From an optimization exercise on the open Yosys and OpenROAD flow, aimed at small area, a short achievable clock period and few clock cycles; shortcuts taken in it are not production practice. Only simulation tests tie the RTL to the original design; equivalence was not proved. Power figures rest on the tool's default switching activity, not on a simulated workload.

==> design/flow/design.v <==
package core_pkg;
    typedef enum logic [6-1:0] {
        OP_NOP   = 6'h00,
        OP_ADD   = 6'h01,
        OP_SUB   = 6'h02,
        OP_AND   = 6'h03,
        OP_OR    = 6'h04,
        OP_MOV   = 6'h05,
        OP_ADDI  = 6'h06,
        OP_BEQZ  = 6'h07,
        OP_BNEQZ = 6'h08,
        OP_JALR  = 6'h09,
        OP_DONE  = 6'h0A
    } opcode_e;
    typedef enum logic [1:0] {
        NET_PC    = 2'd0,
        NET_INSTR = 2'd1,
        NET_REG   = 2'd2,
        NET_NONE  = 2'd3
    } net_op_e;
    typedef enum logic {
        IDLE = 1'b0,
        RUN  = 1'b1
    } state_e;
    typedef struct packed {
        opcode_e                 opcode;
        logic [5-1:0]  rd;
        logic [5-1:0]  rs;
    } instr_reg_s;
    typedef struct packed {
        opcode_e                       opcode;
        logic [5-1:0]        rd;
        logic signed [5-1:0] imm;
    } instr_imm_s;
    typedef union packed {
        instr_reg_s r;
        instr_imm_s i;
    } instr_u;
endpackage
`timescale 1ns/100ps
module net_ctrl (
    input  logic                       clk,
    input  logic                       n_reset,
    input  logic                       pkt_valid_i,
    input  logic [10-1:0]  pkt_id_i,
    input  core_pkg::net_op_e          pkt_op_i,
    input  logic [8-1:0]   pkt_addr_i,
    input  logic [32-1:0]    pkt_data_i,
    input  logic                       done_i,
    output logic                       imem_we_o,
    output logic [8-1:0]   imem_waddr_o,
    output core_pkg::instr_u           imem_wdata_o,
    output logic                       net_rf_we_o,
    output logic [5-1:0]     net_rf_waddr_o,
    output logic [32-1:0]    net_rf_wdata_o,
    output logic                       start_o,
    output logic [8-1:0]   start_pc_o,
    output logic                       running_o,
    output logic                       exception_o
);
    core_pkg::state_e state_r;
    logic             pkt_hit;
    logic             idle;
    logic             pc_cmd;
    assign pkt_hit = pkt_valid_i && (pkt_id_i == 10'd1);
    assign idle    = (state_r == core_pkg::IDLE);
    assign pc_cmd  = pkt_hit && (pkt_op_i == core_pkg::NET_PC);
    assign imem_we_o    = pkt_hit && idle && (pkt_op_i == core_pkg::NET_INSTR);
    assign imem_waddr_o = pkt_addr_i;
    assign imem_wdata_o = pkt_data_i[16-1:0];
    assign net_rf_we_o    = pkt_hit && idle && (pkt_op_i == core_pkg::NET_REG)
                            && (pkt_addr_i[8-1:5] == '0);
    assign net_rf_waddr_o = pkt_addr_i[5-1:0];
    assign net_rf_wdata_o = pkt_data_i;
    assign start_o    = pc_cmd && idle;
    assign start_pc_o = pkt_addr_i;
    assign running_o = (state_r == core_pkg::RUN);
    always_ff @(posedge clk)
    begin
        if (!n_reset)
        begin
            state_r     <= core_pkg::IDLE;
            exception_o <= 1'b0;
        end
        else
        begin
            if (start_o)
                state_r <= core_pkg::RUN;
            else if (done_i && running_o)
                state_r <= core_pkg::IDLE;
            if (pc_cmd && running_o)
                exception_o <= 1'b1;
        end
    end
endmodule
`timescale 1ns/100ps
module fetch_unit (
    input  logic                      clk,
    input  logic                      n_reset,
    input  logic                      running_i,
    input  logic                      start_i,
    input  logic [8-1:0]  start_pc_i,
    input  logic                      redirect_i,
    input  logic [8-1:0]  redirect_pc_i,
    input  logic                      imem_we_i,
    input  logic [8-1:0]  imem_waddr_i,
    input  core_pkg::instr_u          imem_wdata_i,
    output logic                      f_valid_o,
    output core_pkg::instr_u          f_instr_o,
    output logic [8-1:0]  f_pc_o
);
    logic [8-1:0] pc_r;
    logic [8-1:0] pc_n;
    logic [16-1:0] imem [0:2**8-1];
    always_comb
    begin
        pc_n = pc_r;
        if (start_i)
            pc_n = start_pc_i;
        else if (redirect_i)
            pc_n = redirect_pc_i;
        else if (running_i)
            pc_n = pc_r + 1'b1;
    end
    always_ff @(posedge clk)
    begin
        if (!n_reset)
            pc_r <= 8'd0;
        else
            pc_r <= pc_n;
    end
    always_ff @(posedge clk)
    begin
        if (imem_we_i)
            imem[imem_waddr_i] <= imem_wdata_i;
        f_instr_o <= imem[pc_r];
        f_pc_o    <= pc_r;
    end
    always_ff @(posedge clk)
    begin
        if (!n_reset)
            f_valid_o <= 1'b0;
        else
            f_valid_o <= running_i && !redirect_i && !start_i;
    end
endmodule
`timescale 1ns/100ps
module decode_stage (
    input  logic                      clk,
    input  logic                      n_reset,
    input  logic                      f_valid_i,
    input  core_pkg::instr_u          f_instr_i,
    input  logic [8-1:0]  f_pc_i,
    input  logic                      flush_i,
    input  logic                      rf_we_i,
    input  logic [5-1:0]    rf_waddr_i,
    input  logic [32-1:0]   rf_wdata_i,
    output logic                      d_valid_o,
    output core_pkg::instr_u          d_instr_o,
    output logic [8-1:0]  d_pc_o,
    output logic [32-1:0]   d_rs_val_o,
    output logic [32-1:0]   d_rd_val_o,
    output logic                      d_writes_rf_o
);
    logic [32-1:0] rf [2**5];
    logic [32-1:0] rs_val;
    logic [32-1:0] rd_val;
    logic                    writes_rf;
    function automatic logic [32-1:0] rf_read(input logic [5-1:0] addr);
        if (addr == {5{1'b0}})
            rf_read = {32{1'b0}};
        else if (rf_we_i && (rf_waddr_i == addr))
            rf_read = rf_wdata_i;
        else
            rf_read = rf[addr];
    endfunction
    always_ff @(posedge clk)
    begin
        if (rf_we_i)
            rf[rf_waddr_i] <= rf_wdata_i;
    end
    always_comb
    begin
        rs_val = rf_read(f_instr_i.r.rs);
        rd_val = rf_read(f_instr_i.r.rd);
    end
    always_comb
    begin
        case (f_instr_i.r.opcode)
            core_pkg::OP_ADD,
            core_pkg::OP_SUB,
            core_pkg::OP_AND,
            core_pkg::OP_OR,
            core_pkg::OP_MOV,
            core_pkg::OP_ADDI,
            core_pkg::OP_JALR:
                writes_rf = 1'b1;
            default:
                writes_rf = 1'b0;
        endcase
    end
    always_ff @(posedge clk)
    begin
        if (!n_reset)
            d_valid_o <= 1'b0;
        else
            d_valid_o <= f_valid_i && !flush_i;
    end
    always_ff @(posedge clk)
    begin
        d_instr_o     <= f_instr_i;
        d_pc_o        <= f_pc_i;
        d_rs_val_o    <= rs_val;
        d_rd_val_o    <= rd_val;
        d_writes_rf_o <= writes_rf;
    end
endmodule
`timescale 1ns/100ps
module execute_stage (
    input  logic                      clk,
    input  logic                      n_reset,
    input  logic                      d_valid_i,
    input  core_pkg::instr_u          d_instr_i,
    input  logic [8-1:0]  d_pc_i,
    input  logic [32-1:0]   d_rs_val_i,
    input  logic [32-1:0]   d_rd_val_i,
    input  logic                      d_writes_rf_i,
    input  logic                      fwd_we_i,
    input  logic [5-1:0]    fwd_addr_i,
    input  logic [32-1:0]   fwd_data_i,
    output logic                      redirect_o,
    output logic [8-1:0]  redirect_pc_o,
    output logic                      x_valid_o,
    output logic                      x_we_o,
    output logic [5-1:0]    x_waddr_o,
    output logic [32-1:0]   x_wdata_o,
    output logic                      x_done_o
);
    core_pkg::opcode_e               op;
    logic [32-1:0]         rs_val;
    logic [32-1:0]         rd_val;
    logic signed [32-1:0]  imm_ext;
    logic [8-1:0]        ret_pc;
    logic [8-1:0]        br_target;
    logic [32-1:0]         alu_res;
    logic                            taken;
    logic                            jump;
    assign op = d_instr_i.r.opcode;
    assign rs_val = (fwd_we_i && (fwd_addr_i != '0) && (fwd_addr_i == d_instr_i.r.rs))
                    ? fwd_data_i : d_rs_val_i;
    assign rd_val = (fwd_we_i && (fwd_addr_i != '0) && (fwd_addr_i == d_instr_i.r.rd))
                    ? fwd_data_i : d_rd_val_i;
    assign imm_ext   = d_instr_i.i.imm;
    assign br_target = d_pc_i + imm_ext[8-1:0];
    assign ret_pc    = d_pc_i + 1'b1;
    always_comb
    begin
        alu_res = rd_val;
        taken   = 1'b0;
        jump    = 1'b0;
        case (op)
            core_pkg::OP_ADD:   alu_res = rd_val + rs_val;
            core_pkg::OP_SUB:   alu_res = rd_val - rs_val;
            core_pkg::OP_AND:   alu_res = rd_val & rs_val;
            core_pkg::OP_OR:    alu_res = rd_val | rs_val;
            core_pkg::OP_MOV:   alu_res = rs_val;
            core_pkg::OP_ADDI:  alu_res = rd_val + imm_ext;
            core_pkg::OP_JALR:
            begin
                alu_res = {{(32-8){1'b0}}, ret_pc};
                jump    = 1'b1;
            end
            core_pkg::OP_BEQZ:  taken = (rd_val == '0);
            core_pkg::OP_BNEQZ: taken = (rd_val != '0);
            default:            alu_res = rd_val;
        endcase
    end
    assign redirect_o    = d_valid_i && (taken || jump);
    assign redirect_pc_o = jump ? rs_val[8-1:0] : br_target;
    always_ff @(posedge clk)
    begin
        if (!n_reset)
        begin
            x_valid_o <= 1'b0;
            x_we_o    <= 1'b0;
            x_done_o  <= 1'b0;
        end
        else
        begin
            x_valid_o <= d_valid_i;
            x_we_o    <= d_valid_i && d_writes_rf_i;
            x_done_o  <= d_valid_i && (op == core_pkg::OP_DONE);
        end
    end
    always_ff @(posedge clk)
    begin
        x_waddr_o <= d_instr_i.r.rd;
        x_wdata_o <= alu_res;
    end
endmodule
`timescale 1ns/100ps
module result_stage (
    input  logic                     clk,
    input  logic                     n_reset,
    input  logic                     x_valid_i,
    input  logic                     x_we_i,
    input  logic [5-1:0]   x_waddr_i,
    input  logic [32-1:0]  x_wdata_i,
    input  logic                     x_done_i,
    input  logic                     net_rf_we_i,
    input  logic [5-1:0]   net_rf_waddr_i,
    input  logic [32-1:0]  net_rf_wdata_i,
    output logic                     rf_we_o,
    output logic [5-1:0]   rf_waddr_o,
    output logic [32-1:0]  rf_wdata_o,
    output logic                     done_o
);
    logic stopped_r;
    logic pipe_we;
    logic net_we;
    always_ff @(posedge clk)
    begin
        if (!n_reset)
            stopped_r <= 1'b0;
        else if (done_o)
            stopped_r <= 1'b1;
        else if (!x_valid_i)
            stopped_r <= 1'b0;
    end
    assign done_o = x_valid_i && x_done_i && !stopped_r;
    assign pipe_we = x_valid_i && x_we_i && !stopped_r && (x_waddr_i != '0);
    assign net_we  = net_rf_we_i && (net_rf_waddr_i != '0);
    assign rf_we_o    = net_we || pipe_we;
    assign rf_waddr_o = net_rf_we_i ? net_rf_waddr_i : x_waddr_i;
    assign rf_wdata_o = net_rf_we_i ? net_rf_wdata_i : x_wdata_i;
endmodule
`timescale 1ns/100ps
module net_core (
    input  logic                      clk,
    input  logic                      n_reset,
    input  logic                      pkt_valid_i,
    input  logic [10-1:0] pkt_id_i,
    input  core_pkg::net_op_e         pkt_op_i,
    input  logic [8-1:0]  pkt_addr_i,
    input  logic [32-1:0]   pkt_data_i,
    output logic                      running_o,
    output logic                      exception_o,
    output logic                      trace_we_o,
    output logic [5-1:0]    trace_addr_o,
    output logic [32-1:0]   trace_data_o
);
    logic                     imem_we;
    logic [8-1:0] imem_waddr;
    core_pkg::instr_u         imem_wdata;
    logic                     net_rf_we;
    logic [5-1:0]   net_rf_waddr;
    logic [32-1:0]  net_rf_wdata;
    logic                     start;
    logic [8-1:0] start_pc;
    logic                     done;
    logic                     f_valid;
    core_pkg::instr_u         f_instr;
    logic [8-1:0] f_pc;
    logic                     d_valid;
    core_pkg::instr_u         d_instr;
    logic [8-1:0] d_pc;
    logic [32-1:0]  d_rs_val;
    logic [32-1:0]  d_rd_val;
    logic                     d_writes_rf;
    logic                     x_valid;
    logic                     x_we;
    logic [5-1:0]   x_waddr;
    logic [32-1:0]  x_wdata;
    logic                     x_done;
    logic                     redirect;
    logic [8-1:0] redirect_pc;
    logic                     kill;
    assign kill = redirect || done;
    net_ctrl u_net_ctrl (
        .clk(clk), .n_reset(n_reset),
        .pkt_valid_i(pkt_valid_i), .pkt_id_i(pkt_id_i), .pkt_op_i(pkt_op_i),
        .pkt_addr_i(pkt_addr_i), .pkt_data_i(pkt_data_i), .done_i(done),
        .imem_we_o(imem_we), .imem_waddr_o(imem_waddr), .imem_wdata_o(imem_wdata),
        .net_rf_we_o(net_rf_we), .net_rf_waddr_o(net_rf_waddr),
        .net_rf_wdata_o(net_rf_wdata), .start_o(start), .start_pc_o(start_pc),
        .running_o(running_o), .exception_o(exception_o)
    );
    fetch_unit u_fetch (
        .clk(clk), .n_reset(n_reset), .running_i(running_o),
        .start_i(start), .start_pc_i(start_pc),
        .redirect_i(kill), .redirect_pc_i(redirect_pc),
        .imem_we_i(imem_we), .imem_waddr_i(imem_waddr), .imem_wdata_i(imem_wdata),
        .f_valid_o(f_valid), .f_instr_o(f_instr), .f_pc_o(f_pc)
    );
    decode_stage u_decode (
        .clk(clk), .n_reset(n_reset),
        .f_valid_i(f_valid), .f_instr_i(f_instr), .f_pc_i(f_pc), .flush_i(kill),
        .rf_we_i(trace_we_o), .rf_waddr_i(trace_addr_o), .rf_wdata_i(trace_data_o),
        .d_valid_o(d_valid), .d_instr_o(d_instr), .d_pc_o(d_pc),
        .d_rs_val_o(d_rs_val), .d_rd_val_o(d_rd_val), .d_writes_rf_o(d_writes_rf)
    );
    execute_stage u_execute (
        .clk(clk), .n_reset(n_reset),
        .d_valid_i(d_valid), .d_instr_i(d_instr), .d_pc_i(d_pc),
        .d_rs_val_i(d_rs_val), .d_rd_val_i(d_rd_val), .d_writes_rf_i(d_writes_rf),
        .fwd_we_i(trace_we_o), .fwd_addr_i(trace_addr_o), .fwd_data_i(trace_data_o),
        .redirect_o(redirect), .redirect_pc_o(redirect_pc),
        .x_valid_o(x_valid), .x_we_o(x_we), .x_waddr_o(x_waddr),
        .x_wdata_o(x_wdata), .x_done_o(x_done)
    );
    result_stage u_result (
        .clk(clk), .n_reset(n_reset),
        .x_valid_i(x_valid), .x_we_i(x_we), .x_waddr_i(x_waddr),
        .x_wdata_i(x_wdata), .x_done_i(x_done),
        .net_rf_we_i(net_rf_we), .net_rf_waddr_i(net_rf_waddr),
        .net_rf_wdata_i(net_rf_wdata),
        .rf_we_o(trace_we_o), .rf_waddr_o(trace_addr_o), .rf_wdata_o(trace_data_o),
        .done_o(done)
    );
endmodule
==> design/flow/run.sh <==
#!/bin/bash
# synth_recipe.tcl (not shown) runs the flow's synth.tcl, then flattens the netlist and writes it again
# the make line also repeats each setting of config.mk as NAME=value (left out here)
make -C /OpenROAD-flow-scripts/flow DESIGN_CONFIG=/design/flow/config.mk WORK_HOME=/design/flow/orfs CLKGATE_MAP_FILE= SYNTH_SCRIPT=/design/flow/synth_recipe.tcl finish
==> design/flow/config.mk <==
export PLATFORM = sky130hd
export DESIGN_NAME = net_core
export DESIGN_NICKNAME = net_core
export VERILOG_FILES = /design/flow/design.v
export SDC_FILE = /design/flow/constraint.sdc
export NUM_CORES = 4
export LEC_CHECK = 0
export CAP_MARGIN = 20
export CORE_MARGIN = 2
export CORE_UTILIZATION = 40
export SLEW_MARGIN = 20
==> design/flow/constraint.sdc <==
create_clock -name core_clock -period 7.2 [get_ports {clk}]
set_input_delay 1.4400 -clock core_clock [delete_from_list [all_inputs] [get_ports {clk}]]
set_output_delay 1.4400 -clock core_clock [all_outputs]
set_load 0.01 [all_outputs]
==> run notes <==
==> layout make-up <==
type,instances,area (µm²),area share
Sequential cell,5286,157000,0.639
Multi-Input combinational cell,3496,54600,0.222
Clock buffer,715,14700,0.0599
Tap cell,7020,8780,0.0357
Timing Repair Buffer,824,7410,0.0301
Clock inverter,280,3060,0.0125
Inverter,42,158,0.000641
Antenna cell,20,50.0,0.000203
==> kinds of logic after synthesis <==
kind of cell    Yosys count
buf+inv                 612
mux                    2151
xor+xnor                 69
compound gates          413
flops                  5286
simple gates            821
fa+ha+maj                42
==> layer usage <==
metal / global-route usage / up-vias / wire [µm] / part of all wire
met4: 0.0765 / 14 / 23000 / 0.037
met2: 0.371 / 5254 / 304000 / 0.49
met1: 0.303 / 58500 / 241000 / 0.39
met3: 0.0418 / 988 / 50600 / 0.082
li1: - / 42200 / - / -
met5: 0 / - / 95 / 0.00015
==> worst reg2reg max path, delay by kind of cell (launching register included) <==
kind	cells	cell delay [ns]
AO/OA/AOI/OAI	8	2.01
flip-flops	1	0.48
AND/OR/NAND/NOR	7	2.03
multiplexers	1	0.29
adder cells (fa/ha/maj)	1	0.27
buffers and inverters	3	0.85
==> state kept, by name (all words and copies together), names as in the netlist, 5 cells and up <==
signal               cells
u_decode.rf           1024
u_decode.d_pc_o          8
u_decode.d_rd_val_o     32
u_fetch.f_instr_o       16
u_execute.x_waddr_o      5
u_fetch.imem          4096
u_decode.d_rs_val_o     32
u_fetch.f_pc_o           8
u_fetch.pc_r             8
u_execute.x_wdata_o     32
u_decode.d_instr_o      16
==> power by group <==
group | leakage (nW) | switching (mW) | internal [mW]
clock | 8.60 | 12.2 | 15.9
combinational | 18.8 | 0.600 | 0.111
sequential | 47.4 | 0.00566 | 33.6
==> worst paths after layout <==
check                                         from                      end  slack, ns  cells after the start
worst min-delay path             u_fetch.f_pc_o[0]       u_decode.d_pc_o[0]       0.32                      0
worst max register to register  u_net_ctrl.state_r  u_execute.x_wdata_o[29]       1.20                     20
worst max-delay path                 pkt_addr_i[5]         trace_data_o[19]       0.50                     11
worst min register to register   u_fetch.f_pc_o[0]       u_decode.d_pc_o[0]       0.32                      0
==> synth_stat cells, types with 8 or more instances <==
cell | number | area share
dfxtp_1 | 166 | 0.016
ha_1 | 40 | 0.0023
xnor2_1 | 35 | 0.0014
a21oi_1 | 92 | 0.0022
o31ai_1 | 10 | 0.00035
a21o_1 | 25 | 0.00088
nor2b_1 | 13 | 0.00038
a211oi_1 | 75 | 0.0026
or4_1 | 9 | 0.00032
or3_1 | 19 | 0.00056
nand2b_1 | 20 | 0.00059
o21ai_0 | 99 | 0.0023
nor2_1 | 443 | 0.0078
clkbuf_1 | 385 | 0.0068
and3_1 | 14 | 0.00041
nor4_1 | 25 | 0.00073
edfxtp_1 | 5120 | 0.72
inv_1 | 42 | 0.00074
o221ai_1 | 16 | 0.00066
a221o_1 | 10 | 0.00047
o22ai_1 | 10 | 0.00029
nand2_1 | 148 | 0.0026
mux4_2 | 1999 | 0.21
mux2_2 | 52 | 0.0027
buf_2 | 14 | 0.00033
nor3_1 | 31 | 0.00073
buf_1 | 167 | 0.0029
xor2_1 | 33 | 0.0014
nand4_1 | 8 | 0.00023
nand3_1 | 46 | 0.0011
mux2i_1 | 99 | 0.0046
and2_1 | 11 | 0.00032
==> stage by stage <==
step	TNS (ns)	hold slack [ns]	cell area, µm²	power [mW]
6_report	0	0.324	246000	62.4
2_1_floorplan	0	0.310	214000	34.3
4_1_cts	0	0.325	246000	62.9
3_5_place_dp	-0.318	0.312	228000	35.0
5_1_grt	0	0.330	246000	64.1
3_3_place_gp	-1.92	0.311	228000	34.9
==> results by group <==
Status
  • Status: timing/DRC/antenna clean

Worst setup path
  • Critical Path, Cell by Cell: clkdlybuf4s50_1 > buf_4 > and4b_1 > buf_4 > nand2_2 > buf_4 > buf_4 > buf_4 > mux2i_1 > inv_1 > clkdlybuf4s50_1
  • Critical path's top delay family: buffers and inverters
  • Worst Setup Start Kind: input pin
  • Critical path peak fanout: 18
  • Slowest cell on the critical path: clkdlybuf4s50_1
  • Buffers and inverters on the worst path: 8
  • Arr. time, crit path: roughly 5.3 ns
  • Max stage delay on crit path: roughly 0.65 ns
  • Worst setup EP type: primary output
  • Crit Path Class: in2out
  • Crit path required time: between 5 and 6 ns
  • Top cell by count, worst path: buf_4

Final layout
  • Final #Nets: between 10000 and 15000
  • Layout cells sized above 1: 0.346
  • Area growth from synthesis to layout: 15.2%
  • Most frequent cells in the layout: edfxtp_1, mux4_2, buf_4
  • Most common cell after layout, fill and taps aside: edfxtp_1
  • FILL cells: between 40000 and 50000
  • Non-filler instance count after layout: about 18000
  • Final Util: 0.462

STA
  • RSZ-0062 raised after global routing: false
  • PnR worst setup slack: roughly 0.50 ns
  • Clock skew after layout: approximately 0.12 ns
  • Final hold violation count: 0
  • Max-slew headroom: 0.0498
  • Setup Viol. Count Final: 0
  • Clock period minus worst slack: around 6.7 ns
  • Period Utilization, post-route: 0.930
  • Worst-Margin Slew: 1.43 ns
  • Max Clk Rate: 149 MHz
  • Max Slew Vio Count: 0

CTS
  • Worst-path clk slew: 0.05 ns
  • H-tree Lvls: 6
  • CTS sink cnt: between 5000 and 6000
  • CTS tree: yes
  • Cts bufs inserted: 553
  • Clock tree buffer depth: 4
  • # resized after CTS: 0
  • Clock root cell: clkbuf_16
  • Clk Latency, worst-skew pair: between 1 and 1.5 ns
  • Hold_buf cts: 0
  • Post-CTS Repair Setup Buffers: 0

Pwr
  • PD cells: around 250 nW/µm²
  • Maximum VDD drop: between 200 and 250 µV
  • LEAKAGE: approximately 75 nW

Logic synthesis
  • Syn_area_per_cell: 22.7 µm²
  • Count of state elements after synthesis: roughly 5300
  • Synth Area in Adders: 0.00253
  • Distinct cell type count after synthesis: 81
  • Post-Synthesis Cells: around 9400
  • Fraction of the mapped netlist area in compound gates: 0.0128
  • YS warnings: 5
  • Simple-Gate Fraction of Synth Area: 0.0171
  • Largest family of logic cells by synthesized area: multiplexers
  • Synth async-reset ratio: 0
  • Post-synthesis mux area share: 0.218
  • Synth Cell Area: 214000 µm²
  • Post-Synth XOR/XNOR Area: 0.00289
  • Seq/Total Area, Yosys: 0.736
  • Number of synthesized flops with an enable pin: 5120
  • Synthesized Nets: roughly 9500
  • Dominant synthesized flop cell: edfxtp_1

Floorplan
  • Initial core utilization: 0.401
  • Area of the core: between 500000 and 600000 µm²
  • Die ar.: around 540000 µm²
  • FP Rows: 268
  • Die Wd: ~730 µm
  • DIE HEIGHT: 735 µm
  • I/O pin count: 95

Detailed routing
  • Wire length per cell: around 35 µm
  • Post-DRT Antenna Nets: 0
  • Violation count after the first detailed-routing iteration: roughly 14000
  • WL final: 618000 µm
  • DRC: 0
  • Via/cell ratio: 6.05
  • Vias after detailed routing: between 100k and 150k
  • DR pass1 iterations: 5

GRT
  • GR Overflow Total: 0
  • Number of global-route vias before repair: between 100k and 150k
  • Largest net degree at the start of global routing: 209
  • Total GRT Usage: 0.225
  • Initial antenna violation count: 40
  • Global-route wire length before repair: 860000 µm

Placement
  • HPWL Detailed: about 370000 µm
  • Dpl ws: -0.210 ns
  • Final RePlAce weighted congestion: about 0.9
  • Dpl cells: 16700
  • Port buffer count: 94

Run
  • Max-cap violation count: 0

Worst hold path
  • Hold Crit Class: reg2reg
Testbench counts, summed over its fixed seeds: cycles 91,963.

## afterwards: timing with drivers on the ports
The flow's constraints put no driver on any port. The routed layout listed below was extracted and timed again, unchanged, in two steps. Step 1, drivers: a clkbuf_16 drives clk and a buf_2 each remaining input, both assumed. Step 2 moves the port delays by t, midway between the first and last clock arrival at a register: inputs arrive t later, outputs are due t later. That takes back most of the time a late clock gives input paths. Slacks: ideal ports / drivers / drivers and shift; pairs: ideal ports / drivers.
t (ns): 1.165
setup slack, ns: 0.501 / 0.350 / -0.452
clock arrival spread, ns: 0.133 / 0.133
worst register clock-pin slew, ns: 0.07 / 0.07
worst data-port slew with drivers (ns): 0.17
Met with ideal ports but missed after step 2: setup timing in this run. The setup slack of this run moves by -0.151 ns with the drivers and by -0.953 ns with both steps.
